Context: an optimization exercise on an open-source flow, tuned for small area, a short achievable clock period and few clock cycles per item. The choices shown serve that exercise and are no tape-out recipe. Only simulation tests tie the RTL to the original design; equivalence was not proved. No activity file was given, so power comes from the tool's default toggle rates.

## flow/design.v (module list and top-level ports; edited modules follow where they fit)
// module gnn_mlp_4x4x2: 2329 lines
module gnn_mlp_4x4x2 #(
  parameter int IN_W  = 5,
  parameter int HID_W = 11,
  parameter int OUT_W = 17
) (
  input  logic                    clk,
  input  logic                    rst_n,
  input  logic                    in_ready,
  input  logic signed [IN_W-1:0]  x0,
  input  logic signed [IN_W-1:0]  x1,
  input  logic signed [IN_W-1:0]  x2,
  input  logic signed [IN_W-1:0]  x3,
  input  logic signed [IN_W-1:0]  w04,
  input  logic signed [IN_W-1:0]  w14,
  input  logic signed [IN_W-1:0]  w24,
  input  logic signed [IN_W-1:0]  w34,
  input  logic signed [IN_W-1:0]  w05,
  input  logic signed [IN_W-1:0]  w15,
  input  logic signed [IN_W-1:0]  w25,
  input  logic signed [IN_W-1:0]  w35,
  input  logic signed [IN_W-1:0]  w06,
  input  logic signed [IN_W-1:0]  w16,
  input  logic signed [IN_W-1:0]  w26,
  input  logic signed [IN_W-1:0]  w36,
  input  logic signed [IN_W-1:0]  w07,
  input  logic signed [IN_W-1:0]  w17,
  input  logic signed [IN_W-1:0]  w27,
  input  logic signed [IN_W-1:0]  w37,
  input  logic signed [IN_W-1:0]  w48,
  input  logic signed [IN_W-1:0]  w58,
  input  logic signed [IN_W-1:0]  w68,
  input  logic signed [IN_W-1:0]  w78,
  input  logic signed [IN_W-1:0]  w49,
  input  logic signed [IN_W-1:0]  w59,
  input  logic signed [IN_W-1:0]  w69,
  input  logic signed [IN_W-1:0]  w79,
  output logic signed [OUT_W-1:0] out0,
  output logic signed [OUT_W-1:0] out1,
  output logic                    out0_ready,
  output logic                    out1_ready
);
  // ...
==> flow/flow/run.sh <==
#!/bin/bash
# Standard layout, with these changes:
#  - the full adders the RTL spells out (sum = a ^ b ^ c, carry = majority) are given to
#    synthesis as sky130 full-adder cells, so the adder trees keep the structure written;
#  - ports are buffered with buf_2 instead of the default delay buffer.
set -euo pipefail
python3 flow/fa_cells.py design.v design_fa.v > fa_cells.log 2>&1
bash standard.sh VERILOG_FILES="$PWD/design_fa.v" \
  BUFFER_PORTS_ARGS="-buffer_cell sky130_fd_sc_hd__buf_2" finish > standard.log 2>&1
==> flow/flow/fa_cells.py <==
#!/usr/bin/env python3
"""Rewrite full adders (and half adders  wire S = A ^ B;  wire CO = A & B;) written as  wire S = A ^ B ^ C;  wire CO = (A & B) | (A & C) | (B & C);
into sky130 full-adder cell instances, so that synthesis keeps the adder trees as written.
Usage: fa_cells.py IN.v OUT.v"""
import re, sys
src = open(sys.argv[1]).read().split('\n')
out = []
n = 0
i = 0
rs = re.compile(r'^\s*wire\s+(\S+)\s*=\s*(\S+)\s*\^\s*(\S+)\s*\^\s*(\S+)\s*;\s*$')
rhs = re.compile(r'^\s*wire\s+(\S+)\s*=\s*(\S+)\s*\^\s*(\S+)\s*;\s*$')
rhc = re.compile(r'^\s*wire\s+(\S+)\s*=\s*(\S+)\s*&\s*(\S+)\s*;\s*$')
rc = re.compile(r'^\s*wire\s+(\S+)\s*=\s*\((\S+)\s*&\s*(\S+)\)\s*\|\s*\((\S+)\s*&\s*(\S+)\)\s*\|\s*\((\S+)\s*&\s*(\S+)\)\s*;\s*$')
while i < len(src):
    m1 = rs.match(src[i])
    m2 = rc.match(src[i + 1]) if m1 and i + 1 < len(src) else None
    if m1 and m2:
        s, a, b, c = m1.groups()
        co = m2.group(1)
        assert m2.groups()[1:] == (a, b, a, c, b, c), src[i:i+2]
        n += 1
        out.append(f'  wire {s}, {co};')
        out.append(f'  sky130_fd_sc_hd__fa_1 bfa_{n} (.A({a}), .B({b}), .CIN({c}), .SUM({s}), .COUT({co}));')
        i += 2
    elif rhs.match(src[i]) and i + 1 < len(src) and rhc.match(src[i + 1]) \
            and rhs.match(src[i]).groups()[1:] == rhc.match(src[i + 1]).groups()[1:]:
        s, a, b = rhs.match(src[i]).groups()
        co = rhc.match(src[i + 1]).group(1)
        n += 1
        out.append(f'  wire {s}, {co};')
        out.append(f'  sky130_fd_sc_hd__ha_1 bha_{n} (.A({a}), .B({b}), .SUM({s}), .COUT({co}));')
        i += 2
    else:
        out.append(src[i])
        i += 1
open(sys.argv[2], 'w').write('\n'.join(out))
sys.stderr.write(f'{n} adder cells mapped\n')
==> flow/standard.sh <==
#!/bin/bash
# synth_recipe.tcl (not shown) runs the flow's synth.tcl, then flattens the netlist and writes it again
# the make line also repeats each setting of config.mk as NAME=value (left out here)
make -C /OpenROAD-flow-scripts/flow DESIGN_CONFIG=/design/flow/config.mk WORK_HOME=/design/flow/orfs CLKGATE_MAP_FILE= SYNTH_SCRIPT=/design/flow/synth_recipe.tcl "${@:-finish}"
==> flow/config.mk <==
export PLATFORM = sky130hd
export DESIGN_NAME = gnn_mlp_4x4x2
export DESIGN_NICKNAME = gnn_mlp_4x4x2
export VERILOG_FILES = /design/flow/design.v
export SDC_FILE = /design/flow/constraint.sdc
export NUM_CORES = 4
export LEC_CHECK = 0
export CAP_MARGIN = 20
export CORE_MARGIN = 2
export CORE_UTILIZATION = 40
export SLEW_MARGIN = 20
==> flow/constraint.sdc <==
create_clock -name core_clock -period 8.0 [get_ports {clk}]
set_input_delay 1.6000 -clock core_clock [delete_from_list [all_inputs] [get_ports {clk}]]
set_output_delay 1.6000 -clock core_clock [all_outputs]
set_load 0.01 [all_outputs]
==> metrics.md, run 1 <==
| Metric | Value |
|---|---|
| Combinational power | `9.76 mW` |
| Critical path depth in cells | `6` |
| Die Y | `281.0 um` |
| Max Freq | `0.2535 GHz` |
| Yosys cell types | `55` |
| Worst-skew pair later-pin latency | `0.65 ns` |
| Placed cell areas | `0.03243 mm^2` |
| Total core area | `0.07595 mm^2` |
| I/O Buffers | `178` |
| Commonest cells post-synth | `fa_1 (692), nand2_1 (584), dfxtp_1 (476), and2_1 (222), clkbuf_1 (126)` |
| Slew headroom | `21.02%` |
| Syn Inst Count | `2567` |
| Flops & latches, synth | `481` |
| Via density | `4.996` |
| Final Hold Viols | `0` |
| N_diodes | `0` |
| PnR worst setup slack | `4.055 ns` |
| Fill cells | `6928` |
| Synth Area in XOR/XNOR | `1.798%` |
| Yosys top cell by area | `fa_1` |
| Worst path slowest cell | `dfxtp_1` |
| Num CTS Buffers | `55` |
| Top cell category | `multi-input gates` |
| GR Layer Usage met3 | `4.473%` |
| Grt met2 use | `34.78%` |
| Mux share of post-synthesis cell area | `0.03670%` |
| Signal buffers | `185` |
| Multi-In Gates | `1855` |
| Met2 wire len | `37.81 mm` |
| Compound-Gate Fraction of Synth Area | `2.508%` |
| Top cells by area, synth | `fa_1 (45%), dfxtp_1 (31%), nand2_1 (7.1%)` |
| Worst-case clock buffer depth | `3` |
| CP Cell Sequence | `nand2_1 > fa_1 > fa_1 > fa_1 > fa_1 > fa_1` |
| Largest register by flop count | `win_r2` |
| Worst hold margin | `0.3234 ns` |
| Tap Cells | `1030` |
| Hold path endpoint | `v_r13[7]$_DFF_P_` |
| Grt ovf | `0` |
| Setup violations, final | `0` |
| VDD IR max | `0.2167 mV` |
| Nets@finish | `3573` |
| Status | `finished clean` |
| Gr busiest metal | `met2` |
| Mean Syn Cell Area | `11.95 um^2` |
| Clock tree sinks | `481` |
Testbench counts, summed over its fixed seeds: cycles 16,040, items 16,000.
==> run 2: changes to the inputs <==
--- a/flow/config.mk
+++ b/flow/config.mk
@@ -9,3 +9,4 @@
 export CORE_MARGIN = 2
 export CORE_UTILIZATION = 40
+export SETUP_SLACK_MARGIN = 4.5
 export SLEW_MARGIN = 20
==> metrics.md, run 2 <==
| Metric | Value |
|---|---|
| Async SR Flop Fraction | `1.040% (unchanged)` |
| Worst hold start | `v_r8[7]$_DFF_P_ (unchanged)` |
| Max-cap viol count | `0 (unchanged)` |
| Clock skew | `0.04024 ns (was 0.03748 ns)` |
| Reg2reg start | `h1_r10[1]$_SDFF_PN0_ (was xin_r1[3]$_DFF_P_)` |
| Max-slew violations | `0 (unchanged)` |
| Hold depth | `0 (unchanged)` |
| Met1 GRT Util | `26.45% (was 26.36%)` |
| Routed WL | `77.84 mm (was 77.79 mm)` |
| Final core utilization | `45.40% (was 45.31%)` |
| Max Freq | `0.2904 GHz (was 0.2535 GHz)` |
| Largest register by flop count | `win_r2 (unchanged)` |
| WP data arrival | `3.94 ns (was 4.46 ns)` |
| CTS tree | `built (unchanged)` |
| Yosys warns | `1 (unchanged)` |
| Period minus WS final | `3.444 ns (was 3.945 ns)` |
| TritonRoute pass-1 iters | `5 (was 7)` |
| I/O Buffers | `178 (unchanged)` |
| Worst-case clock buffer depth | `3 (unchanged)` |
| Setup Fix Bufs, Post-CTS | `0 (unchanged)` |
| Vias in the first global route | `21.58k (about the same)` |
| Fin crit share | `43.05% (was 49.31%)` |
| Die area | `0.07894 mm^2 (unchanged)` |
| Worst-path maximum fanout | `10 (was 20)` |
| Leak | `13.29 nW (was 13.28 nW)` |
| N_diodes | `0 (unchanged)` |
| Worst R2R Setup Slack | `4.56 ns (was 4.06 ns)` |
| Post-route cell area | `0.03448 mm^2 (was 0.03441 mm^2)` |
| Die width | `281.0 um (unchanged)` |
| Hold Crit Class | `flip-flop to flip-flop (unchanged)` |
| Sequential-to-total area share from yosys stat | `31.47% (unchanged)` |
| H-tree depth | `2 (unchanged)` |
| VDD IR max | `0.2170 mV (was 0.2167 mV)` |
| Grt met2 use | `34.83% (was 34.78%)` |
| Slew headroom | `56.77% (was 21.02%)` |
| DRT antenna net count | `0 (unchanged)` |
| Total core area | `0.07595 mm^2 (unchanged)` |
| Num CTS Buffers | `55 (unchanged)` |
| Via count | `18.72k (was 18.78k)` |
| Clk slew on worst S/H paths | `0.06 ns (about the same)` |
| Mean Syn Cell Area | `11.95 um^2 (unchanged)` |
| Setup violations, final | `0 (unchanged)` |
| Yosys cell types | `55 (unchanged)` |
| Nets@finish | `3573 (unchanged)` |
| Yosys top cell by area | `fa_1 (unchanged)` |
| Final Hold Viols | `0 (unchanged)` |
| Post-Layout Cell Count | `3758 (unchanged)` |
| Largest net degree at the start of global routing | `21 (unchanged)` |
| Syn Inst Count | `2567 (unchanged)` |
| Gpl congestion | `0.8694 (unchanged)` |
| Critical path class | `flip-flop to flip-flop (unchanged)` |
| Area Overhead vs Synth | `12.38% (was 12.15%)` |
| RSZ-0062 raised after global routing | `true (was false)` |
| Resized cells post-CTS | `22 (was 0)` |
| CTS Root Cell | `clkbuf_16 (unchanged)` |
| First-pass GRT wire length | `122.7 mm (was 122.6 mm)` |
| Placed cell areas | `0.03243 mm^2 (unchanged)` |
| Largest regs | `win_r2: 80 flops, l2t0_r14: 43 flops, l2t1_r15: 43 flops (unchanged)` |
| Worst-Margin Slew | `0.6471 ns (was 1.183 ns)` |
| Worst Setup Start Kind | `flip-flop (unchanged)` |
| Routed len/inst | `20.71 um (was 20.70 um)` |
| Status | `finished clean (unchanged)` |
| Top cells by area, synth | `fa_1 (45%), dfxtp_1 (31%), nand2_1 (7.1%) (unchanged)` |
| Final TNS setup | `0 ns (unchanged)` |
| Inst Count DP | `3655 (unchanged)` |
| Commonest cells post-synth | `fa_1 (692), nand2_1 (584), dfxtp_1 (476), and2_1 (222), clkbuf_1 (126) (unchanged)` |
| DP Wirelength | `60.97 mm (unchanged)` |
| DR DRC count | `0 (unchanged)` |
| Primary FF master, synth | `dfxtp_1 (unchanged)` |
| Reg2Reg Capture Point | `l2t1_r15[6]$_DFF_P_ (was l1t0_r4[6]$_DFF_P_)` |
| Tot Pwr | `16.52 mW (about the same)` |
| Hold path endpoint | `v_r13[7]$_DFF_P_ (unchanged)` |
| Commonest non-fill, non-tap cell in the layout | `fa_1 (unchanged)` |
| Most numerous cell in the Yosys netlist | `fa_1 (unchanged)` |
| Hold-fix buffers at CTS | `0 (unchanged)` |
| Top cell type's share of synthesized area | `45.15% (unchanged)` |
| Max reg flops | `80 (unchanged)` |
| Flops & latches, synth | `481 (unchanged)` |
| Layout cells sized above 1 | `11.95% (was 10.70%)` |
| Die Y | `281.0 um (unchanged)` |
| Clock tree sinks | `481 (unchanged)` |
| Detailed router's first-iteration violation count | `1132 (was 1059)` |
| Most frequent cells in the layout | `fa_1 (692), nand2_1 (584), dfxtp_1 (441) (was fa_1 (692), nand2_1 (584), dfxtp_1 (475))` |
| PnR worst setup slack | `4.556 ns (was 4.055 ns)` |
| CP endpoint kind | `flip-flop (unchanged)` |
| Synth Net Count | `3458 (unchanged)` |
| GR Layer Usage met3 | `4.364% (was 4.473%)` |
| Fill cells | `6923 (was 6928)` |
| Post-Synthesis Cell Area | `0.03068 mm^2 (unchanged)` |
| Worst-skew pair later-pin latency | `0.65 ns (about the same)` |
| Worst hold margin | `0.3217 ns (was 0.3234 ns)` |
| Worst slack at placement | `4.031 ns (unchanged)` |
| Power density over the cells | `479.2 mW/mm^2 (was 480.0 mW/mm^2)` |
| Initial antenna violation count | `3 (unchanged)` |
| Via density | `4.982 (was 4.996)` |
| Tot GR Track Use | `20.69% (was 20.67%)` |
| Site Rows | `101 (unchanged)` |
| Gr busiest metal | `met2 (unchanged)` |
| Worst path required time | `8.50 ns (was 8.51 ns)` |
| Post-synth EDFFs | `0 (unchanged)` |
| Grt ovf | `0 (unchanged)` |
| R2r worst-path depth | `6 (unchanged)` |
| Top Ports | `179 (unchanged)` |
| Initial Utilization | `40.40% (unchanged)` |
## run 2: cell types whose count changed in the layout (fill, tap and decap cells not counted)
cell     delta
dfxtp_1    -34
dfxtp_2    +23
dfxtp_4    +11
## run 2: how the worst max path moves through the flow
stage                         startpoint                  end
finish              h1_r10[1]$_SDFF_PN0_  l2t1_r15[6]$_DFF_P_
global route        h1_r10[1]$_SDFF_PN0_  l2t1_r15[6]$_DFF_P_
CTS                     v_r13[1]$_DFF_P_  l2t0_r14[6]$_DFF_P_
detailed placement     xin_r1[3]$_DFF_P_   l1t2_r6[6]$_DFF_P_
global placement       xin_r1[0]$_DFF_P_   l1t1_r5[6]$_DFF_P_
floorplan               v_r13[0]$_DFF_P_  l2t0_r14[6]$_DFF_P_
## run 2: kinds of logic after synthesis
| group | synth area share, % |
|---|---|
| muxes | 0.03670 |
| adders and majority gates | 47.43 |
| xor gates and xnor gates | 1.798 |
| DFF | 31.47 |
| buffers and inverters | 2.838 |
| AOI/OAI and AO/OA | 2.508 |
| and+or+nand+nor | 13.92 |
## run 2: layout make-up
type | count | area, um^2 | share of cell area (%)
Inverter | 104 | 390.4 | 1.132
Timing Repair Buffer | 185 | 943.4 | 2.736
Multi-Input combinational cell | 1855 | 20160 | 58.46
Tap cell | 1030 | 1289 | 3.738
Clock buffer | 67 | 1481 | 4.297
Clock inverter | 36 | 493.0 | 1.430
Sequential cell | 481 | 9726 | 28.21
## run 2: where the power goes
part	switching [mW]	total [mW]	leakage [nW]	internal [mW]
clock	1.09	2.69	0.948	1.60
sequential	0.728	4.07	4.07	3.34
combinational	5.24	9.76	8.27	4.52
## run 2: critical path: stages (launching register included)
cell and delay (ns):
dfxtp_1 0.71, nand2_1 0.14, fa_1 0.50, fa_1 0.46
fa_1 0.59, fa_1 0.44, fa_1 0.45
## run 2: layer usage
metal	part of all wire (%)	routed length, um
met5	0	0
met4	3.3	2567
met1	40	31200
met3	7.9	6153
met2	49	37910
==> run 3: changes to the inputs <==
--- a/flow/config.mk
+++ b/flow/config.mk
@@ -9,4 +9,4 @@
 export CORE_MARGIN = 2
 export CORE_UTILIZATION = 40
-export SETUP_SLACK_MARGIN = 4.5
+export SETUP_SLACK_MARGIN = 5.0
 export SLEW_MARGIN = 20
==> metrics.md, run 3 <==
| Metric | Value |
|---|---|
| Commonest non-fill, non-tap cell in the layout | `nand2_1 (was fa_1)` |
| Syn Inst Count | `2567 (unchanged)` |
| Synth Area in XOR/XNOR | `1.798% (unchanged)` |
| DR DRC count | `0 (unchanged)` |
| Worst Setup Start Kind | `flip-flop (unchanged)` |
| Via count | `19.73k (was 18.72k)` |
| Critical path class | `flip-flop to flip-flop (unchanged)` |
| Routed WL | `86.35 mm (was 77.84 mm)` |
| Clock skew | `0.05941 ns (was 0.04024 ns)` |
| Largest register by flop count | `win_r2 (unchanged)` |
| I/O Buffers | `178 (unchanged)` |
| Slew headroom | `61.15% (was 56.77%)` |
| Die Y | `281.0 um (unchanged)` |
| Mux share of post-synthesis cell area | `0.03670% (unchanged)` |
| Via density | `5.085 (was 4.982)` |
| Primary FF master, synth | `dfxtp_1 (unchanged)` |
| Final TNS setup | `0 ns (unchanged)` |
| Routed len/inst | `22.25 um (was 20.71 um)` |
| Top cell type's share of synthesized area | `45.15% (unchanged)` |
| Yosys cell types | `55 (unchanged)` |
| Layout cells sized above 1 | `27.47% (was 11.95%)` |
| Internal power | `10.07 mW (was 9.460 mW)` |
| DRT antenna net count | `0 (unchanged)` |
| Max-slew violations | `0 (unchanged)` |
| Comb power frac | `61.6% (was 59.1%)` |
| First-pass GRT wire length | `130.9 mm (was 122.7 mm)` |
| Gpl congestion | `0.8795 (was 0.8694)` |
| Compound-Gate Fraction of Synth Area | `2.508% (unchanged)` |
| Power density over the cells | `473.1 mW/mm^2 (was 479.2 mW/mm^2)` |
| RSZ-0062 raised after global routing | `true (unchanged)` |
| H-tree depth | `2 (unchanged)` |
| Fill cells | `6682 (was 6923)` |
| Worst-Margin Slew | `0.5815 ns (was 0.6471 ns)` |
| Worst path required time | `8.52 ns (was 8.50 ns)` |
| Top cells by area, synth | `fa_1 (45%), dfxtp_1 (31%), nand2_1 (7.1%) (unchanged)` |
| Nets@finish | `3695 (was 3573)` |
| Worst-path maximum fanout | `6 (was 10)` |
| Num CTS Buffers | `54 (was 55)` |
| Tot Pwr | `17.52 mW (was 16.52 mW)` |
| Setup violations, final | `0 (unchanged)` |
| Max-cap viol count | `0 (unchanged)` |
| Largest net degree at the start of global routing | `21 (unchanged)` |
| VDD IR max | `0.2541 mV (was 0.2170 mV)` |
| Most frequent cells in the layout | `nand2_1 (565), fa_1 (487), dfxtp_1 (353) (was fa_1 (692), nand2_1 (584), dfxtp_1 (441))` |
| Final core utilization | `48.74% (was 45.40%)` |
| WP data arrival | `3.70 ns (was 3.94 ns)` |
| Max reg flops | `80 (unchanged)` |
| Final Hold Viols | `0 (unchanged)` |
| Worst-skew pair later-pin latency | `0.65 ns (about the same)` |
| Yosys top cell by area | `fa_1 (unchanged)` |
| Detailed router's first-iteration violation count | `1521 (was 1132)` |
| CP endpoint kind | `flip-flop (unchanged)` |
| Post-synthesis simple-gate area fraction | `13.92% (unchanged)` |
| Most numerous cell in the Yosys netlist | `fa_1 (unchanged)` |
| Vias in the first global route | `22.65k (was 21.58k)` |
| Tot GR Track Use | `22.29% (was 20.69%)` |
| Area Overhead vs Synth | `20.66% (was 12.38%)` |
| Die width | `281.0 um (unchanged)` |
| Commonest cells post-synth | `fa_1 (692), nand2_1 (584), dfxtp_1 (476), and2_1 (222), clkbuf_1 (126) (unchanged)` |
| Mean Syn Cell Area | `11.95 um^2 (unchanged)` |
| Die area | `0.07894 mm^2 (unchanged)` |
| Initial Utilization | `40.40% (unchanged)` |
| Sw frac | `42.51% (was 42.74%)` |
| Status | `finished clean (unchanged)` |
| Initial antenna violation count | `4 (was 3)` |
| Top Ports | `179 (unchanged)` |
| DP Wirelength | `60.96 mm (was 60.97 mm)` |
| Clk slew on worst S/H paths | `0.07 ns (was 0.06 ns)` |
| Largest regs | `win_r2: 80 flops, l2t0_r14: 43 flops, l2t1_r15: 43 flops (unchanged)` |
| Grt ovf | `0 (unchanged)` |
| Period minus WS final | `3.179 ns (was 3.444 ns)` |
| Net switching power figure | `7.445 mW (was 7.061 mW)` |
| Flops & latches, synth | `481 (unchanged)` |
| Fin crit share | `39.74% (was 43.05%)` |
| TritonRoute pass-1 iters | `8 (was 5)` |
| CTS Root Cell | `clkbuf_16 (unchanged)` |
| Max Freq | `0.3145 GHz (was 0.2904 GHz)` |
| Async SR Flop Fraction | `1.040% (unchanged)` |
| Leak | `14.12 nW (was 13.29 nW)` |
| Hold-fix buffers at CTS | `0 (unchanged)` |
| Site Rows | `101 (unchanged)` |
| Yosys warns | `1 (unchanged)` |
| Worst-case clock buffer depth | `3 (unchanged)` |
| Synth Net Count | `3458 (unchanged)` |
| Post-Synthesis Cell Area | `0.03068 mm^2 (unchanged)` |
| Seq pwr share | `23.1% (was 24.6%)` |
| Sequential-to-total area share from yosys stat | `31.47% (unchanged)` |
| CTS tree | `built (unchanged)` |
| Clock tree sinks | `481 (unchanged)` |
| Hold Crit Class | `flip-flop to flip-flop (unchanged)` |
| Adder-cell share of the synthesized area | `47.43% (unchanged)` |
| Total core area | `0.07595 mm^2 (unchanged)` |
| Clock share of power | `15.3% (was 16.3%)` |
| Post-synth EDFFs | `0 (unchanged)` |
| Largest family of logic cells by synthesized area | `adder cells (unchanged)` |
==> run 3: cell counts after synthesis <==
Identical to the previous run, type by type.
==> run 3: worst max-delay path, stage by stage, from the launching register on <==
cell and delay [ns]:
dfxtp_4 0.43, buf_4 0.14, nand2_1 0.07, fa_2 0.55, fa_2 0.44, fa_2 0.38
fa_1 0.58, fa_2 0.44
==> run 3: cell type report <==
class,instances,area [um^2],share of cell area (%)
clock inverter,32,445.4,1.203
inverter,104,390.4,1.055
multi-input combinational,1855,20860,56.36
timing repair buffer,308,2460,6.645
antenna,1,2.502,0.006760
clock buffer,70,1513,4.086
sequential,481,10060,27.16
tap,1030,1289,3.481
==> run 3: cell families (layout without fill, tap and decap cells) <==
kind of cell,Yosys count,in the layout
AO/OA/AOI/OAI,107,107
XOR/XNOR,63,63
AND/OR/NAND/NOR,936,936
flip-flops,481,481
buffers and inverters,231,514
multiplexers,1,1
adder cells (fa/ha/maj),748,748
other,0,1
==> run 3: final timing paths <==
check | cells past startpoint | slack (ns) | endpoint | from
setup / recovery | 7 | 4.82 | l1t2_r6[6]$_DFF_P_ | xin_r1[5]$_DFF_P_
hold / removal | 0 | 0.31 | vld[3]$_DFF_PN0_ | vld[2]$_DFF_PN0_
setup reg to reg | 7 | 4.82 | l1t2_r6[6]$_DFF_P_ | xin_r1[5]$_DFF_P_
hold reg to reg | 0 | 0.31 | vld[3]$_DFF_PN0_ | vld[2]$_DFF_PN0_
max in group asynchronous | 1 | 7.08 | vld[4]$_DFF_PN0_ | rst_n
min in group asynchronous | 1 | 0.75 | vld[3]$_DFF_PN0_ | rst_n
==> run 3: metrics by stage <==
| stage | cell area (um^2) | std cells | hold slack, ns | setup slack [ns] |
|---|---|---|---|---|
| after floorplan | 31000 | 2567 | 0.3096 | 4.975 |
| after global placement | 32450 | 3650 | 0.3103 | 4.141 |
| after detailed placement | 32450 | 3650 | 0.3121 | 4.062 |
| after CTS | 36300 | 3848 | 0.3146 | 4.832 |
| after global routing | 37020 | 3880 | 0.3269 | 4.767 |
| final | 37020 | 3881 | 0.3148 | 4.821 |
==> run 3: metal layers <==
| layer | track usage, % | wire length, um | up-vias |
|---|---|---|---|
| met2 | 37.80 | 42330 | 994 |
| met4 | 10.63 | 4594 | 2 |
| met1 | 27.62 | 32530 | 10100 |
| li1 | - | - | 8347 |
| met5 | 0 | 11 | - |
| met3 | 3.907 | 6878 | 290 |
==> run 3: repair_timing <==
item                       4_1_cts  5_1_grt
setup endpoints to repair      131       82
gates resized for setup        351      164
gates cloned                     1        1
pin swaps                       62       79
buffers inserted                95       31
==> run 3: power groups by stage <==
stage / Clock [mW] / Combinational, mW / Sequential [mW]
floorplan: 0 / 7.51 / 3.69
global placement: 0 / 9.82 / 4.11
detailed placement: 0 / 10.1 / 4.12
CTS: 2.76 / 10.6 / 4.05
global route: 2.85 / 12.4 / 4.12
finish: 2.68 / 10.8 / 4.05
==> run 4: changes to the inputs <==
--- a/flow/config.mk
+++ b/flow/config.mk
@@ -9,4 +9,6 @@
 export CORE_MARGIN = 2
 export CORE_UTILIZATION = 40
-export SETUP_SLACK_MARGIN = 5.0
+export CTS_CLUSTER_DIAMETER = 100
+export CTS_CLUSTER_SIZE = 25
+export SETUP_SLACK_MARGIN = 4.9
 export SLEW_MARGIN = 20
==> metrics.md, run 4 <==
| Metric | Value |
|---|---|
| Gr busiest metal | `met2 (unchanged)` |
| Crit-path max cell delay | `0.56 ns (was 0.58 ns)` |
| Post-Layout Cell Count | `3786 (was 3881)` |
| Status | `finished clean (unchanged)` |
| Largest register by flop count | `win_r2 (unchanged)` |
| Fin crit share | `39.67% (was 39.74%)` |
| Max reg flops | `80 (unchanged)` |
| Max-slew violations | `0 (unchanged)` |
| CP bufs+invs | `1 (unchanged)` |
| Worst slack at placement | `4.104 ns (was 4.062 ns)` |
| Fill cells | `6850 (was 6682)` |
| Worst-case clock buffer depth | `3 (unchanged)` |
| Post-synthesis simple-gate area fraction | `13.92% (unchanged)` |
| Die width | `281.0 um (unchanged)` |
| Post-route cell area | `0.03529 mm^2 (was 0.03702 mm^2)` |
| Clk slew on worst S/H paths | `0.10 ns (was 0.07 ns)` |
| Most frequent cells in the layout | `nand2_1 (578), fa_1 (578), dfxtp_1 (352) (was nand2_1 (565), fa_1 (487), dfxtp_1 (353))` |
| Num CTS Buffers | `27 (was 54)` |
| Hold Crit Class | `flip-flop to flip-flop (unchanged)` |
| Worst Setup Start Kind | `flip-flop (unchanged)` |
| Worst-skew pair later-pin latency | `0.63 ns (was 0.65 ns)` |
| VDD IR max | `0.2426 mV (was 0.2541 mV)` |
| Most used cell along the critical path | `fa_1 (was fa_2)` |
| Die Y | `281.0 um (unchanged)` |
| H-tree depth | `1 (was 2)` |
| I/O Buffers | `178 (unchanged)` |
| First-pass GRT wire length | `124.5 mm (was 130.9 mm)` |
| CTS Root Cell | `clkbuf_16 (unchanged)` |
| Clock tree sinks | `481 (unchanged)` |
| Most numerous cell in the Yosys netlist | `fa_1 (unchanged)` |
| Yosys cell types | `55 (unchanged)` |
| Mux share of post-synthesis cell area | `0.03670% (unchanged)` |
| Grt ovf | `0 (unchanged)` |
| PnR worst setup slack | `4.826 ns (was 4.821 ns)` |
| Site Rows | `101 (unchanged)` |
| Die area | `0.07894 mm^2 (unchanged)` |
| Final TNS setup | `0 ns (unchanged)` |
| Met1 GRT Util | `27.10% (was 27.62%)` |
| Adder-cell share of the synthesized area | `47.43% (unchanged)` |
| Commonest cells post-synth | `fa_1 (692), nand2_1 (584), dfxtp_1 (476), and2_1 (222), clkbuf_1 (126) (unchanged)` |
| RSZ-0062 raised after global routing | `true (unchanged)` |
| Nets@finish | `3630 (was 3695)` |
| Sequential-to-total area share from yosys stat | `31.47% (unchanged)` |
| Layout cells sized above 1 | `20.80% (was 27.47%)` |
| Primary FF master, synth | `dfxtp_1 (unchanged)` |
| Dominant delay contributor by cell family on the critical path | `adder cells (unchanged)` |
| CP Cell Sequence | `buf_12 > and2_1 > fa_1 > fa_1 > fa_2 > fa_1 > fa_1 (was buf_4 > nand2_1 > fa_2 > fa_2 > fa_2 > fa_1 > fa_2)` |
| Synth Area in XOR/XNOR | `1.798% (unchanged)` |
| Worst path required time | `8.51 ns (was 8.52 ns)` |
| Top Ports | `179 (unchanged)` |
| Syn Inst Count | `2567 (unchanged)` |
| CTS tree | `built (unchanged)` |
| Leak | `13.43 nW (was 14.12 nW)` |
| Clock skew | `0.03065 ns (was 0.05941 ns)` |
| Power density over the cells | `449.4 mW/mm^2 (was 473.1 mW/mm^2)` |
| Hold-fix buffers at CTS | `0 (unchanged)` |
| Yosys top cell by area | `fa_1 (unchanged)` |
| Via count | `19.16k (was 19.73k)` |
| Vias in the first global route | `21.10k (was 22.65k)` |
| Footprint of the multi-input gates | `0.02054 mm^2 (was 0.02086 mm^2)` |
| DR DRC count | `0 (unchanged)` |
| Largest family of logic cells by synthesized area | `adder cells (unchanged)` |
| WP data arrival | `3.68 ns (was 3.70 ns)` |
| Via density | `5.061 (was 5.085)` |
| Final Hold Viols | `0 (unchanged)` |
| Total core area | `0.07595 mm^2 (unchanged)` |
| Inst Count DP | `3653 (was 3650)` |
| Max Freq | `0.3151 GHz (was 0.3145 GHz)` |
| Slew headroom | `54.25% (was 61.15%)` |
| Initial Utilization | `40.40% (unchanged)` |
| Max-cap viol count | `0 (unchanged)` |
| TritonRoute pass-1 iters | `7 (was 8)` |
| Routed len/inst | `21.77 um (was 22.25 um)` |
| Top cells by area, synth | `fa_1 (45%), dfxtp_1 (31%), nand2_1 (7.1%) (unchanged)` |
| Tot Pwr | `15.86 mW (was 17.52 mW)` |
| Mean Syn Cell Area | `11.95 um^2 (unchanged)` |
| Post-synth EDFFs | `0 (unchanged)` |
| GR Layer Usage met3 | `3.259% (was 3.907%)` |
| Yosys warns | `1 (unchanged)` |
| Largest regs | `win_r2: 80 flops, l2t0_r14: 43 flops, l2t1_r15: 43 flops (unchanged)` |
| Grt met2 use | `36.83% (was 37.80%)` |
| Worst path slowest cell | `fa_1 (unchanged)` |
| Worst-path maximum fanout | `10 (was 6)` |
| Reg area | `0.01004 mm^2 (was 0.01006 mm^2)` |
| DP Wirelength | `61.11 mm (was 60.96 mm)` |
| Worst-Margin Slew | `0.6847 ns (was 0.5815 ns)` |
| DRT antenna net count | `0 (unchanged)` |
| Tot GR Track Use | `21.14% (was 22.29%)` |
| Area Overhead vs Synth | `15.01% (was 20.66%)` |
| Synth Net Count | `3458 (unchanged)` |
| Flops & latches, synth | `481 (unchanged)` |
| Post-Synthesis Cell Area | `0.03068 mm^2 (unchanged)` |
| Routed WL | `82.42 mm (was 86.35 mm)` |
| Setup violations, final | `0 (unchanged)` |
| Period minus WS final | `3.174 ns (was 3.179 ns)` |
| CP endpoint kind | `flip-flop (unchanged)` |
| Compound-Gate Fraction of Synth Area | `2.508% (unchanged)` |
| Initial antenna violation count | `5 (was 4)` |
| Largest net degree at the start of global routing | `27 (was 21)` |
| Detailed router's first-iteration violation count | `1418 (was 1521)` |
| Placed cell areas | `0.03242 mm^2 (was 0.03245 mm^2)` |
| Async SR Flop Fraction | `1.040% (unchanged)` |
| Top cell type's share of synthesized area | `45.15% (unchanged)` |
| Critical path class | `flip-flop to flip-flop (unchanged)` |
| Gpl congestion | `0.8631 (was 0.8795)` |
## run 4: worst reg2reg max path, stage by stage (launching register included)
cell     delay (ns)
dfxtp_4        0.38
buf_12         0.16
and2_1         0.19
fa_1           0.56
fa_1           0.44
fa_2           0.36
fa_1           0.53
fa_1           0.42
## run 4: through the flow
step	utilization (%)	hold WS, ns
floorplan	-	0.3096
global placement	42.68	0.3110
detailed placement	42.68	0.3121
CTS	45.74	0.3168
global route	46.46	0.3200
finish	46.46	0.3167
## run 4: final cells by class
type                            count  share of cell area (%)
Inverter                          104                   1.106
Clock buffer                       32                   1.968
Clock inverter                     13                  0.5354
Antenna cell                        1                0.007091
Timing Repair Buffer              270                   6.084
Sequential cell                   481                   28.45
Tap cell                         1030                   3.652
Multi-Input combinational cell   1855                   58.20
## run 4: metal layers
| metal | vias to the layer above | share of wire, % |
|---|---|---|
| li1 | 8187 | - |
| met1 | 9918 | 38 |
| met2 | 890 | 50 |
| met3 | 167 | 8.0 |
| met4 | 0 | 3.6 |
| met5 | - | 0 |
## run 4: timing repair
| item | 4_1_cts | 5_1_grt |
|---|---|---|
| endpoints found under the setup margin | 115 | 57 |
| gates resized for setup | 271 | 109 |
| cloned | 4 | 1 |
| setup buffers | 61 | 21 |
| pin swaps | 25 | 35 |
## run 4: cell families after synthesis
kind of cell             Yosys count
buffers and inverters            231
flip-flops                       481
AND/OR/NAND/NOR                  936
AO/OA/AOI/OAI                    107
adder cells (fa/ha/maj)          748
XOR/XNOR                          63
multiplexers                       1
## run 4: final timing paths
check,start,to,slack (ns),cells past startpoint
setup / recovery,xin_r1[2]$_DFF_P_,l1t1_r5[15]$_DFF_P_,4.83,7
setup reg to reg,xin_r1[2]$_DFF_P_,l1t1_r5[15]$_DFF_P_,4.83,7
hold reg to reg,v_r8[30]$_DFF_P_,v_r13[30]$_DFF_P_,0.32,0
hold / removal,v_r8[30]$_DFF_P_,v_r13[30]$_DFF_P_,0.32,0
max in group asynchronous,rst_n,vld[4]$_DFF_PN0_,7.10,1
min in group asynchronous,rst_n,vld[1]$_DFF_PN0_,0.77,1
## run 4: power by group
group	switching, mW	leakage, nW	total, mW	internal, mW
Combinational	5.44	8.90	10.2	4.80
Sequential	0.683	4.11	4.05	3.37
Clock	0.873	0.423	1.56	0.690
==> run 5: changes to the inputs <==
--- a/flow/config.mk
+++ b/flow/config.mk
@@ -10,5 +10,5 @@
 export CORE_UTILIZATION = 40
 export CTS_CLUSTER_DIAMETER = 100
-export CTS_CLUSTER_SIZE = 25
+export CTS_CLUSTER_SIZE = 30
 export SETUP_SLACK_MARGIN = 4.9
 export SLEW_MARGIN = 20
==> metrics.md, run 5 <==
| Metric | Value |
|---|---|
| Die Y | `281.0 um (unchanged)` |
| Via count | `19.04k (was 19.16k)` |
| DR DRC count | `0 (unchanged)` |
| Initial Utilization | `40.40% (unchanged)` |
| Top cell type's share of synthesized area | `45.15% (unchanged)` |
| DR top layer | `met4 (unchanged)` |
| Fin crit share | `39.79% (was 39.67%)` |
| Worst path required time | `8.52 ns (was 8.51 ns)` |
| WP data arrival | `3.70 ns (was 3.68 ns)` |
| TritonRoute pass-1 iters | `6 (was 7)` |
| Setup violations, final | `0 (unchanged)` |
| Slew headroom | `54.31% (was 54.25%)` |
| Nets@finish | `3616 (was 3630)` |
| CP endpoint kind | `flip-flop (unchanged)` |
| Gpl congestion | `0.8631 (unchanged)` |
| Hold-fix buffers at CTS | `0 (unchanged)` |
| Commonest cells post-synth | `fa_1 (692), nand2_1 (584), dfxtp_1 (476), and2_1 (222), clkbuf_1 (126) (unchanged)` |
| CP bufs+invs | `1 (unchanged)` |
| Placed cell areas | `0.03242 mm^2 (unchanged)` |
| Footprint of the multi-input gates | `0.02053 mm^2 (was 0.02054 mm^2)` |
| Top Ports | `179 (unchanged)` |
| Commonest non-fill, non-tap cell in the layout | `fa_1` |
| Final core utilization | `46.37% (was 46.46%)` |
| Met2 wire len | `40.96 mm (was 41.32 mm)` |
| Critical path class | `flip-flop to flip-flop (unchanged)` |
| Max reg flops | `80 (unchanged)` |
| Reg area | `0.01004 mm^2 (about the same)` |
| Site Rows | `101 (unchanged)` |
| Yosys warns | `1 (unchanged)` |
| CTS tree | `built (unchanged)` |
| Crit-path max cell delay | `0.57 ns (was 0.56 ns)` |
| Async SR Flop Fraction | `1.040% (unchanged)` |
| Inst Count DP | `3653 (unchanged)` |
| DP Wirelength | `61.11 mm (unchanged)` |
| Worst slack at placement | `4.104 ns (unchanged)` |
| Most used cell along the critical path | `fa_2 (was fa_1)` |
| Leak | `13.36 nW (was 13.43 nW)` |
| Clock tree sinks | `481 (unchanged)` |
| VDD IR max | `0.2417 mV (was 0.2426 mV)` |
| Final Hold Viols | `0 (unchanged)` |
| Post-synthesis simple-gate area fraction | `13.92% (unchanged)` |
| Largest register by flop count | `win_r2 (unchanged)` |
| Grt ovf | `0 (unchanged)` |
| H-tree depth | `1 (unchanged)` |
| DRT antenna net count | `0 (unchanged)` |
| Worst-Margin Slew | `0.6839 ns (was 0.6847 ns)` |
| Post-Synthesis Cell Area | `0.03068 mm^2 (unchanged)` |
| Clk slew on worst S/H paths | `0.11 ns (was 0.10 ns)` |
| Mux share of post-synthesis cell area | `0.03670% (unchanged)` |
| Largest regs | `win_r2: 80 flops, l2t0_r14: 43 flops, l2t1_r15: 43 flops (unchanged)` |
| CTS Root Cell | `clkbuf_16 (unchanged)` |
| DRT met1 WL | `32.31 mm (was 31.52 mm)` |
| Post-route cell area | `0.03522 mm^2 (was 0.03529 mm^2)` |
| Layout cells sized above 1 | `20.71% (was 20.80%)` |
| Max-slew violations | `0 (unchanged)` |
| Status | `finished clean (unchanged)` |
| Worst hold margin | `0.2903 ns (was 0.3167 ns)` |
| Final TNS setup | `0 ns (unchanged)` |
| Most frequent cells in the layout | `fa_1 (582), nand2_1 (577), dfxtp_1 (350) (was nand2_1 (578), fa_1 (578), dfxtp_1 (352))` |
| N_diodes | `0 (was 1)` |
| Period minus WS final | `3.183 ns (was 3.174 ns)` |
| Initial antenna violation count | `0 (was 5)` |
| Total core area | `0.07595 mm^2 (unchanged)` |
| Most numerous cell in the Yosys netlist | `fa_1 (unchanged)` |
| Routed WL | `82.06 mm (was 82.42 mm)` |
| Synth Net Count | `3458 (unchanged)` |
| Max Freq | `0.3141 GHz (was 0.3151 GHz)` |
| Largest net degree at the start of global routing | `31 (was 27)` |
| Power density over the cells | `450.9 mW/mm^2 (was 449.4 mW/mm^2)` |
| Die area | `0.07894 mm^2 (unchanged)` |
| Post-synth EDFFs | `0 (unchanged)` |
| DR WL met3 | `5.951 mm (was 6.611 mm)` |
| Worst-case clock buffer depth | `3 (unchanged)` |
| Hold Crit Class | `flip-flop to flip-flop (unchanged)` |
| Max-cap viol count | `0 (unchanged)` |
| Num CTS Buffers | `27 (unchanged)` |
| Die width | `281.0 um (unchanged)` |
| Tot GR Track Use | `21.26% (was 21.14%)` |
| Worst-path maximum fanout | `10 (unchanged)` |
| I/O Buffers | `178 (unchanged)` |
| Area Overhead vs Synth | `14.78% (was 15.01%)` |
| Largest family of logic cells by synthesized area | `adder cells (unchanged)` |
| Synth Area in XOR/XNOR | `1.798% (unchanged)` |
| Worst path slowest cell | `fa_1 (unchanged)` |
| First-pass GRT wire length | `125.1 mm (was 124.5 mm)` |
| Fill cells | `6880 (was 6850)` |
| Primary FF master, synth | `dfxtp_1 (unchanged)` |
| Routed len/inst | `21.75 um (was 21.77 um)` |
| Mean Syn Cell Area | `11.95 um^2 (unchanged)` |
| Post-Layout Cell Count | `3772 (was 3786)` |
| PnR worst setup slack | `4.817 ns (was 4.826 ns)` |
| Adder-cell share of the synthesized area | `47.43% (unchanged)` |
| Yosys top cell by area | `fa_1 (unchanged)` |
| Flops & latches, synth | `481 (unchanged)` |
| Via density | `5.049 (was 5.061)` |
| Clock skew | `0.04578 ns (was 0.03065 ns)` |
| Worst Setup Start Kind | `flip-flop (unchanged)` |
| Compound-Gate Fraction of Synth Area | `2.508% (unchanged)` |
| Worst-skew pair later-pin latency | `0.63 ns (about the same)` |
| Top cells by area, synth | `fa_1 (45%), dfxtp_1 (31%), nand2_1 (7.1%) (unchanged)` |
| CP Cell Sequence | `buf_12 > and2_4 > fa_1 > fa_2 > fa_2 > fa_1 > fa_2 (was buf_12 > and2_1 > fa_1 > fa_1 > fa_2 > fa_1 > fa_1)` |
| Sequential-to-total area share from yosys stat | `31.47% (unchanged)` |
| Detailed router's first-iteration violation count | `1488 (was 1418)` |
| Yosys cell types | `55 (unchanged)` |
| Dominant delay contributor by cell family on the critical path | `adder cells (unchanged)` |
| Vias in the first global route | `21.11k (was 21.10k)` |
| Tot Pwr | `15.88 mW (was 15.86 mW)` |
| RSZ-0062 raised after global routing | `true (unchanged)` |
| Syn Inst Count | `2567 (unchanged)` |
run 5: cell count changes in the layout (fill, tap and decap cells not counted), sizes merged:
cell	change
inv	+1
buf	-12
clkbuf	-7
diode	-1
bufinv	-1
clkinv	+6
run 5: kinds of logic (layout without fill, tap and decap cells):
| family | count (synthesis) | count (layout) |
|---|---|---|
| simple gates | 936 | 936 |
| fa+ha+maj | 748 | 748 |
| compound gates | 107 | 107 |
| flops | 481 | 481 |
| buf+inv | 231 | 406 |
| xor+xnor | 63 | 63 |
| mux | 1 | 1 |
run 5: path summary, 6_finish.rpt:
check / slack [ns] / startpoint / to / depth (start not counted)
min in group asynchronous: 0.77 / rst_n / vld[1]$_DFF_PN0_ / 1
min reg2reg: 0.29 / v_r3[21]$_DFF_P_ / v_r8[21]$_DFF_P_ / 0
max in group asynchronous: 7.11 / rst_n / vld[4]$_DFF_PN0_ / 1
max reg2reg: 4.82 / xin_r1[2]$_DFF_P_ / l1t1_r5[15]$_DFF_P_ / 7
min: 0.29 / v_r3[21]$_DFF_P_ / v_r8[21]$_DFF_P_ / 0
max: 4.82 / xin_r1[2]$_DFF_P_ / l1t1_r5[15]$_DFF_P_ / 7
run 5: metal layers:
| layer | vias up | track usage, % |
|---|---|---|
| met5 | - | 0 |
| met1 | 9850 | 27.39 |
| li1 | 8169 | - |
| met3 | 164 | 3.018 |
| met4 | 0 | 6.362 |
| met2 | 860 | 37.15 |
run 5: power by group:
group	internal [mW]	total (mW)	switching (mW)
clock network	0.689	1.64	0.948
logic	4.77	10.2	5.41
registers	3.37	4.06	0.695
total	8.83	15.9	7.05
run 5: final cells by class:
cell class | count | share of cell area, %
clock buffers | 27 | 1.919
clock inverters | 19 | 0.8562
multi-input cells | 1855 | 58.29
repair buffers | 256 | 5.645
flip-flops and latches | 481 | 28.52
well taps | 1030 | 3.659
inverters | 104 | 1.108
run 5: timing repair:
item / CTS / global route
gates resized for setup: 261 / 127
endpoints found under the hold margin: 0 / 0
setup buffers: 60 / 8
endpoints found under the setup margin: 116 / 57
cloned: 4 / 1
pin swaps: 27 / 21
run 5: worst reg2reg max path: stages (launching register included):
cell and delay [ns]:
dfxtp_4 0.38, buf_12 0.16, and2_4 0.17, fa_1 0.57
fa_2 0.46, fa_2 0.36, fa_1 0.54, fa_2 0.44
==> run 6: changes to the inputs <==
--- a/flow/config.mk
+++ b/flow/config.mk
@@ -9,6 +9,4 @@
 export CORE_MARGIN = 2
 export CORE_UTILIZATION = 40
-export CTS_CLUSTER_DIAMETER = 100
-export CTS_CLUSTER_SIZE = 30
 export SETUP_SLACK_MARGIN = 4.9
 export SLEW_MARGIN = 20
==> metrics.md, run 6 <==
| Metric | Value |
|---|---|
| Status | `finished clean (unchanged)` |
| Clock skew | `0.05115 ns (was 0.04578 ns)` |
| Hold-fix buffers at CTS | `0 (unchanged)` |
| Worst-Margin Slew | `0.6766 ns (was 0.6839 ns)` |
| Worst path required time | `8.52 ns (about the same)` |
| Sequential-to-total area share from yosys stat | `31.47% (unchanged)` |
| Initial antenna violation count | `3 (was 0)` |
| Top Ports | `179 (unchanged)` |
| Final Hold Viols | `0 (unchanged)` |
| Worst path slowest cell | `fa_1 (unchanged)` |
| Mean Syn Cell Area | `11.95 um^2 (unchanged)` |
| Post-Synthesis Cell Area | `0.03068 mm^2 (unchanged)` |
| VDD IR max | `0.2453 mV (was 0.2417 mV)` |
| Worst-case clock buffer depth | `3 (unchanged)` |
| PnR worst setup slack | `4.854 ns (was 4.817 ns)` |
| Most frequent cells in the layout | `nand2_1 (567), fa_1 (532), dfxtp_1 (347) (was fa_1 (582), nand2_1 (577), dfxtp_1 (350))` |
| Power density over the cells | `466.3 mW/mm^2 (was 450.9 mW/mm^2)` |
| CP endpoint kind | `flip-flop (unchanged)` |
| Top cell type's share of synthesized area | `45.15% (unchanged)` |
| DP Wirelength | `61.11 mm (unchanged)` |
| Layout cells sized above 1 | `25.12% (was 20.71%)` |
| Largest net degree at the start of global routing | `21 (was 31)` |
| CTS Root Cell | `clkbuf_16 (unchanged)` |
| Internal power | `9.827 mW (was 8.830 mW)` |
| Site Rows | `101 (unchanged)` |
| Top cells by area, synth | `fa_1 (45%), dfxtp_1 (31%), nand2_1 (7.1%) (unchanged)` |
| Detailed router's first-iteration violation count | `1411 (was 1488)` |
| Die Y | `281.0 um (unchanged)` |
| Gpl congestion | `0.8631 (unchanged)` |
| Clock tree sinks | `481 (unchanged)` |
| I/O Buffers | `178 (unchanged)` |
| TritonRoute pass-1 iters | `5 (was 6)` |
| RSZ-0062 raised after global routing | `true (unchanged)` |
| Comb power frac | `60.9% (was 64.1%)` |
| Crit-path max cell delay | `0.59 ns (was 0.57 ns)` |
| Post-synth EDFFs | `0 (unchanged)` |
| Initial Utilization | `40.40% (unchanged)` |
| Slew headroom | `54.79% (was 54.31%)` |
| Yosys top cell by area | `fa_1 (unchanged)` |
| Final TNS setup | `0 ns (unchanged)` |
| Via density | `5.026 (was 5.049)` |
| Primary FF master, synth | `dfxtp_1 (unchanged)` |
| Period minus WS final | `3.146 ns (was 3.183 ns)` |
| Area Overhead vs Synth | `19.12% (was 14.78%)` |
| Largest register by flop count | `win_r2 (unchanged)` |
| Fill cells | `6747 (was 6880)` |
| Tot GR Track Use | `21.92% (was 21.26%)` |
| First-pass GRT wire length | `127.9 mm (was 125.1 mm)` |
| Worst-skew pair later-pin latency | `0.65 ns (was 0.63 ns)` |
| Via count | `19.39k (was 19.04k)` |
| Yosys warns | `1 (unchanged)` |
| WP data arrival | `3.67 ns (was 3.70 ns)` |
| DRT antenna net count | `0 (unchanged)` |
| H-tree depth | `2 (was 1)` |
| Yosys cell types | `55 (unchanged)` |
| Seq pwr share | `23.8% (was 25.6%)` |
| Max-slew violations | `0 (unchanged)` |
| Most numerous cell in the Yosys netlist | `fa_1 (unchanged)` |
| Net switching power figure | `7.214 mW (was 7.049 mW)` |
| Async SR Flop Fraction | `1.040% (unchanged)` |
| Clk slew on worst S/H paths | `0.06 ns (was 0.11 ns)` |
| CTS tree | `built (unchanged)` |
| Flops & latches, synth | `481 (unchanged)` |
| Clock share of power | `15.3% (was 10.3%)` |
| Routed WL | `84.29 mm (was 82.06 mm)` |
| Num CTS Buffers | `54 (was 27)` |
| Vias in the first global route | `21.69k (was 21.11k)` |
| Total core area | `0.07595 mm^2 (unchanged)` |
| Syn Inst Count | `2567 (unchanged)` |
| Leak | `13.99 nW (was 13.36 nW)` |
| Largest regs | `win_r2: 80 flops, l2t0_r14: 43 flops, l2t1_r15: 43 flops (unchanged)` |
| Critical path class | `flip-flop to flip-flop (unchanged)` |
| Grt ovf | `0 (unchanged)` |
| Commonest cells post-synth | `fa_1 (692), nand2_1 (584), dfxtp_1 (476), and2_1 (222), clkbuf_1 (126) (unchanged)` |
| Worst Setup Start Kind | `flip-flop (unchanged)` |
| Commonest non-fill, non-tap cell in the layout | `nand2_1 (was fa_1)` |
| Hold Crit Class | `flip-flop to flip-flop (unchanged)` |
| Die area | `0.07894 mm^2 (unchanged)` |
| Die width | `281.0 um (unchanged)` |
| Setup violations, final | `0 (unchanged)` |
| Worst slack at placement | `4.104 ns (unchanged)` |
| Max-cap viol count | `0 (unchanged)` |
| Max reg flops | `80 (unchanged)` |
| Most used cell along the critical path | `fa_1 (was fa_2)` |
| Worst-path maximum fanout | `6 (was 10)` |
| Synth Net Count | `3458 (unchanged)` |
| DR DRC count | `0 (unchanged)` |
| Nets@finish | `3675 (was 3616)` |
| Routed len/inst | `21.85 um (was 21.75 um)` |
| Max Freq | `0.3179 GHz (was 0.3141 GHz)` |
| Sw frac | `42.33% (was 44.39%)` |
| CP Cell Sequence | `buf_4 > buf_4 > nand2_1 > fa_1 > fa_1 > fa_1 > fa_1 > fa_1 (was buf_12 > and2_4 > fa_1 > fa_2 > fa_2 > fa_1 > fa_2)` |
| Fin crit share | `39.32% (was 39.79%)` |
==> run 6: cell types whose count changed in the layout (fill, tap and decap cells not counted), sizes merged <==
cell      previous run  this run
bufbuf               3         1
diode                0         2
buf                252       286
inv                112       109
clkinv               9        15
clkinvlp             2         3
bufinv               0         7
clkbuf              28        69
==> run 6: area by class of cell <==
type	instances	area [um^2]	area share, %
Timing Repair Buffer	288	2222	6.080
Clock buffer	68	1494	4.087
Inverter	104	390.4	1.068
Tap cell	1030	1289	3.526
Multi-Input combinational cell	1855	20700	56.63
Sequential cell	481	10040	27.48
Clock inverter	30	407.9	1.116
Antenna cell	2	5.005	0.01369
==> run 6: final timing paths <==
path	startpoint	endpoint	slack (ns)	depth (start not counted)
setup / recovery	xin_r1[5]$_DFF_P_	l1t1_r5[6]$_DFF_P_	4.85	8
hold / removal	v_r3[21]$_DFF_P_	v_r8[21]$_DFF_P_	0.31	0
setup reg to reg	xin_r1[5]$_DFF_P_	l1t1_r5[6]$_DFF_P_	4.85	8
hold reg to reg	v_r3[21]$_DFF_P_	v_r8[21]$_DFF_P_	0.31	0
max in group asynchronous	rst_n	vld[4]$_DFF_PN0_	7.07	1
min in group asynchronous	rst_n	vld[1]$_DFF_PN0_	0.76	1
==> run 6: power by group through the flow <==
| stage | Combinational [mW] | Clock, mW | Sequential, mW |
|---|---|---|---|
| final | 10.4 | 2.61 | 4.06 |
| after global routing | 12.0 | 2.79 | 4.13 |
| after CTS | 10.4 | 2.69 | 4.06 |
| after detailed placement | 10.0 | 0 | 4.11 |
| after global placement | 9.78 | 0 | 4.09 |
| after floorplan | 7.46 | 0 | 3.69 |
==> run 6: cells by family (layout without fill, tap and decap cells) <==
kind of cell    Yosys count  in the layout  synth area share [%]
simple gates            936            936                 13.92
buf+inv                 231            490                 2.838
flops                   481            481                 31.47
fa+ha+maj               748            748                 47.43
xor+xnor                 63             63                 1.798
compound gates          107            107                 2.508
mux                       1              1               0.03670
other cells               0              2                     0
==> run 6: layer usage <==
layer	GRT usage [%]	vias to the layer above	part of all wire [%]
met1	27.56	10040	38
met5	0	-	0
met3	3.807	176	8.0
li1	-	8306	-
met4	8.104	0	3.6
met2	37.84	867	50
==> run 6: critical path, delay by kind of cell, from the launching register on <==
kind                       cells  cell delay [ns]
adders and majority gates      5             2.33
buffers and inverters          2             0.25
DFF                            1             0.40
and+or+nand+nor                1             0.07
==> run 6: repair_timing <==
item	CTS	global route
endpoints found under the setup margin	117	48
gates cloned	3	0
pin swaps	67	57
gates resized for setup	355	116
setup buffers	90	12
==> run 6: through the flow <==
stage          total power, mW  instances  hold WS [ns]  cell area (um^2)  util [%]
2_1_floorplan            11.15       2567        0.3096             30750         -
3_5_place_dp             14.11       3653        0.3121             32420     42.68
5_1_grt                  18.88       3856        0.3059             36540     48.12
6_report                 17.04       3858        0.3063             36550     48.12
4_1_cts                  17.15       3844        0.3017             36110     47.54
3_3_place_gp             13.87       3653        0.3110             32420     42.68
==> run 7: changes to the inputs <==
==> flow/flow/run.sh (replaced) <==
#!/bin/bash
# Standard layout, with these changes:
#  - the full adders the RTL spells out (sum = a ^ b ^ c, carry = majority) are given to
#    synthesis as sky130 full-adder cells, so the adder trees keep the structure written,
#    and Yosys's own full-adder extraction is skipped (ADDER_MAP_FILE empty);
#  - ports are buffered with buf_2 instead of the default delay buffer.
set -euo pipefail
python3 flow/fa_cells.py design.v design_fa.v > fa_cells.log 2>&1
bash standard.sh VERILOG_FILES="$PWD/design_fa.v" ADDER_MAP_FILE= \
  BUFFER_PORTS_ARGS="-buffer_cell sky130_fd_sc_hd__buf_2" finish > standard.log 2>&1
--- a/flow/config.mk
+++ b/flow/config.mk
@@ -9,4 +9,3 @@
 export CORE_MARGIN = 2
 export CORE_UTILIZATION = 40
-export SETUP_SLACK_MARGIN = 4.9
 export SLEW_MARGIN = 20
==> metrics.md, run 7 <==
| Metric | Value |
|---|---|
| Status | `finished clean (unchanged)` |
| TritonRoute pass-1 iters | `5 (unchanged)` |
| Worst R2R Setup Slack | `4.07 ns (was 4.85 ns)` |
| DP Wirelength | `58.76 mm (was 61.11 mm)` |
| Crit path launch | `xin_r1[17]$_DFF_P_ (was xin_r1[5]$_DFF_P_)` |
| Seq pwr share | `25.3% (was 23.8%)` |
| Max Freq | `0.2545 GHz (was 0.3179 GHz)` |
| Internal power | `9.500 mW (was 9.827 mW)` |
| Routed WL | `75.08 mm (was 84.29 mm)` |
| Syn Inst Count | `2476 (was 2567)` |
| Crit-path max cell delay | `1.18 ns (was 0.59 ns)` |
| Num CTS Buffers | `55 (was 54)` |
| Yosys top cell by area | `fa_1 (unchanged)` |
| Routed len/inst | `20.87 um (was 21.85 um)` |
| Initial antenna violation count | `2 (was 3)` |
| Worst-Margin Slew | `1.289 ns (was 0.6766 ns)` |
| Leak | `12.44 nW (was 13.99 nW)` |
| Clock skew | `0.02961 ns (was 0.05115 ns)` |
| Sw frac | `42.11% (was 42.33%)` |
| Most numerous cell in the Yosys netlist | `fa_1 (unchanged)` |
| Initial Utilization | `40.41% (was 40.40%)` |
| Final Hold Viols | `0 (unchanged)` |
| Worst-case clock buffer depth | `3 (unchanged)` |
| Setup crit end | `l1t2_r6[6]$_DFF_P_ (was l1t1_r5[6]$_DFF_P_)` |
| Critical path depth in cells | `6 (was 8)` |
| Tot GR Track Use | `19.99% (was 21.92%)` |
| VDD IR max | `0.2700 mV (was 0.2453 mV)` |
| Worst path slowest cell | `dfxtp_1 (was fa_1)` |
| Largest regs | `win_r2: 80 flops, l2t0_r14: 43 flops, l2t1_r15: 43 flops (unchanged)` |
| Slew headroom | `13.94% (was 54.79%)` |
| Final TNS setup | `0 ns (unchanged)` |
| Critical path class | `flip-flop to flip-flop (unchanged)` |
| Flops & latches, synth | `481 (unchanged)` |
| Worst hold margin | `0.3243 ns (was 0.3063 ns)` |
| Layout cells sized above 1 | `11.27% (was 25.12%)` |
| WP data arrival | `4.45 ns (was 3.67 ns)` |
| Commonest non-fill, non-tap cell in the layout | `fa_1 (was nand2_1)` |
| Post-Layout Cell Count | `3597 (was 3858)` |
| Inst Count DP | `3498 (was 3653)` |
| Post-synth EDFFs | `0 (unchanged)` |
| Max-slew violations | `0 (unchanged)` |
| Via density | `5.132 (was 5.026)` |
| I/O Buffers | `178 (unchanged)` |
| Post-route cell area | `0.03366 mm^2 (was 0.03655 mm^2)` |
| Worst Setup Start Kind | `flip-flop (unchanged)` |
| Hold Crit Class | `flip-flop to flip-flop (unchanged)` |
| R2r worst-path depth | `6 (was 8)` |
| Resized cells post-CTS | `0 (was 355)` |
| Period minus WS final | `3.930 ns (was 3.146 ns)` |
| Gpl congestion | `0.8856 (was 0.8631)` |
| Vias in the first global route | `21.07k (was 21.69k)` |
| Primary FF master, synth | `dfxtp_1 (unchanged)` |
| CP endpoint kind | `flip-flop (unchanged)` |
| Largest register by flop count | `win_r2 (unchanged)` |
| Final core utilization | `45.22% (was 48.12%)` |
| DR DRC count | `0 (unchanged)` |
| CP Cell Sequence | `nand2_1 > fa_1 > fa_1 > fa_1 > fa_1 > fa_1 (was buf_4 > buf_4 > nand2_1 > fa_1 > fa_1 > fa_1 > fa_1 > fa_1)` |
| Dominant delay contributor by cell family on the critical path | `adder cells (unchanged)` |
| Most frequent cells in the layout | `fa_1 (692), nand2_1 (611), dfxtp_1 (475) (was nand2_1 (567), fa_1 (532), dfxtp_1 (347))` |
| Setup violations, final | `0 (unchanged)` |
| Post-Synthesis Cell Area | `0.03009 mm^2 (was 0.03068 mm^2)` |
| Reg2reg start | `xin_r1[17]$_DFF_P_ (was xin_r1[5]$_DFF_P_)` |
| Reg2Reg Capture Point | `l1t2_r6[6]$_DFF_P_ (was l1t1_r5[6]$_DFF_P_)` |
| Clk slew on worst S/H paths | `0.06 ns (about the same)` |
| DRT antenna net count | `0 (unchanged)` |
| Die Y | `278.3 um (was 281.0 um)` |
| RSZ-0062 raised after global routing | `false (was true)` |
| First-pass GRT wire length | `118.0 mm (was 127.9 mm)` |
| Clock tree sinks | `481 (unchanged)` |
| Commonest cells post-synth | `fa_1 (692), nand2_1 (611), dfxtp_1 (476), and2_1 (226), clkbuf_1 (127) (was fa_1 (692), nand2_1 (584), dfxtp_1 (476), and2_1 (222), clkbuf_1 (126))` |
| Net switching power figure | `6.911 mW (was 7.214 mW)` |
| PnR worst setup slack | `4.070 ns (was 4.854 ns)` |
| Top cells by area, synth | `fa_1 (46%), dfxtp_1 (32%), nand2_1 (7.6%) (was fa_1 (45%), dfxtp_1 (31%), nand2_1 (7.1%))` |
| Site Rows | `100 (was 101)` |
| Placed cell areas | `0.03173 mm^2 (was 0.03242 mm^2)` |
| Die width | `278.3 um (was 281.0 um)` |
| H-tree depth | `2 (unchanged)` |
| Async SR Flop Fraction | `1.040% (unchanged)` |
| Clock share of power | `16.0% (was 15.3%)` |
| CTS Root Cell | `clkbuf_16 (unchanged)` |
| Top cell type's share of synthesized area | `46.05% (was 45.15%)` |
| Total core area | `0.07445 mm^2 (was 0.07595 mm^2)` |
| Nets@finish | `3427 (was 3675)` |
| Power density over the cells | `487.5 mW/mm^2 (was 466.3 mW/mm^2)` |
| Grt ovf | `0 (unchanged)` |
| Setup Fix Bufs, Post-CTS | `0 (was 90)` |
| Max-cap viol count | `0 (unchanged)` |
| CTS tree | `built (unchanged)` |
| Synth Net Count | `3317 (was 3458)` |
| Max reg flops | `80 (unchanged)` |
| Die area | `0.07742 mm^2 (was 0.07894 mm^2)` |
| Tot Pwr | `16.41 mW (was 17.04 mW)` |
| Comb power frac | `58.7% (was 60.9%)` |
| Via count | `18.46k (was 19.39k)` |
| Yosys warns | `1 (unchanged)` |
| Detailed router's first-iteration violation count | `1229 (was 1411)` |
| Fin crit share | `49.12% (was 39.32%)` |
| Most used cell along the critical path | `fa_1 (unchanged)` |
| Largest net degree at the start of global routing | `21 (unchanged)` |
| Worst path required time | `8.52 ns (about the same)` |
| Top Ports | `179 (unchanged)` |
| Worst-skew pair later-pin latency | `0.64 ns (was 0.65 ns)` |
| Worst-path maximum fanout | `20 (was 6)` |
| Sequential-to-total area share from yosys stat | `32.09% (was 31.47%)` |
| Yosys cell types | `52 (was 55)` |
| Worst slack at placement | `4.158 ns (was 4.104 ns)` |
| CP bufs+invs | `0 (was 2)` |
| Hold-fix buffers at CTS | `0 (unchanged)` |
| Area Overhead vs Synth | `11.89% (was 19.12%)` |
| Mean Syn Cell Area | `12.15 um^2 (was 11.95 um^2)` |
==> run 7: cell count changes after synthesis, moves of 14 or more <==
| cell | before | now |
|---|---|---|
| inv_1 | 104 | 7 |
| a21oi_1 | 26 | 12 |
| xnor2_1 | 32 | 54 |
| o21ai_0 | 1 | 19 |
| ha_1 | 56 | 6 |
| nand2_1 | 584 | 611 |
| nor2b_1 | 15 | 0 |
==> run 7: cells by family (layout without fill, tap and decap cells) <==
group / count (synthesis) / after routing / share of synthesized area (%)
simple gates: 967 / 967 / 14.67
fa+ha+maj: 715 / 715 / 46.90
compound gates: 97 / 97 / 2.279
xor+xnor: 79 / 79 / 2.300
flops: 481 / 481 / 32.09
mux: 2 / 2 / 0.06654
other cells: 0 / 1 / 0
buf+inv: 135 / 286 / 1.697
==> run 7: metal layers <==
metal / track usage [%] / share of wire (%) / vias up
li1: - / - / 7874
met1: 25.56 / 40 / 9501
met2: 33.43 / 48 / 901
met3: 3.694 / 7.9 / 185
met4: 8.482 / 4.0 / 0
met5: 0 / 0 / -
==> run 7: layout make-up <==
class	count	area (um^2)
repair buffers	181	913.4
multi-input cells	1860	19920
clock buffers	67	1501
clock inverters	31	430.4
well taps	969	1212
flip-flops and latches	481	9656
fillers	6804	40780
diodes	1	2.502
inverters	7	26.28
==> run 7: power by group through the flow <==
stage | clock [mW] | sequential, mW | combinational (mW)
finish | 2.63 | 4.15 | 9.63
global route | 2.81 | 4.23 | 11.2
CTS | 2.72 | 4.15 | 9.94
detailed placement | 0 | 4.20 | 9.93
global placement | 0 | 4.18 | 9.68
floorplan | 0 | 3.73 | 7.37
==> run 7: how the worst min path moves through the flow <==
stage	from	to	slack [ns]	cells after the start
after floorplan	v_r8[0]$_DFF_P_	v_r13[0]$_DFF_P_	0.31	0
after global placement	v_r8[9]$_DFF_P_	v_r13[9]$_DFF_P_	0.31	0
after detailed placement	v_r8[5]$_DFF_P_	v_r13[5]$_DFF_P_	0.31	0
after CTS	v_r3[5]$_DFF_P_	v_r8[5]$_DFF_P_	0.32	0
after global routing	v_r8[32]$_DFF_P_	v_r13[32]$_DFF_P_	0.33	0
final	v_r3[26]$_DFF_P_	v_r8[26]$_DFF_P_	0.32	0

==> port drivers added, routing unchanged <==
The flow's constraints put no driver on any port. The routed layouts listed below were extracted and timed again, unchanged, in two steps.
Step 1 (the two cells are an assumption about what drives the block):
set clk [get_ports {clk}]
set_driving_cell -lib_cell sky130_fd_sc_hd__clkbuf_16 $clk
set_driving_cell -lib_cell sky130_fd_sc_hd__buf_2 [delete_from_list [all_inputs] $clk]
Step 2 adds t to the input delays and takes it off the output delays; t is the mean of the earliest and latest rising clock arrival at the registers after step 1. Input paths then give back, and output paths get back, about the clock's delay inside the block.
Three values: no drivers, after step 1, after step 2; two values: the first two.
run | shift t [ns] | slack for setup (ns) | worst setup path after step 2 | worst data-port slew with drivers (ns) | cell pins on the clock port's net
run 1 | 0.692 | 4.055 / 4.055 / 4.055 | register to register | 0.05 | 1
run 2 | 0.694 | 4.556 / 4.556 / 4.556 | register to register | 0.05 | 1
run 3 | 0.686 | 4.821 / 4.821 / 4.821 | register to register | 0.04 | 1
run 4 | 0.679 | 4.826 / 4.826 / 4.826 | register to register | 0.04 | 1
run 5 | 0.671 | 4.817 / 4.817 / 4.817 | register to register | 0.04 | 1
run 6 | 0.688 | 4.854 / 4.854 / 4.854 | register to register | 0.04 | 1
run 7 | 0.690 | 4.070 / 4.070 / 4.070 | register to register | 0.04 | 1
After both steps every run listed still meets setup and hold.
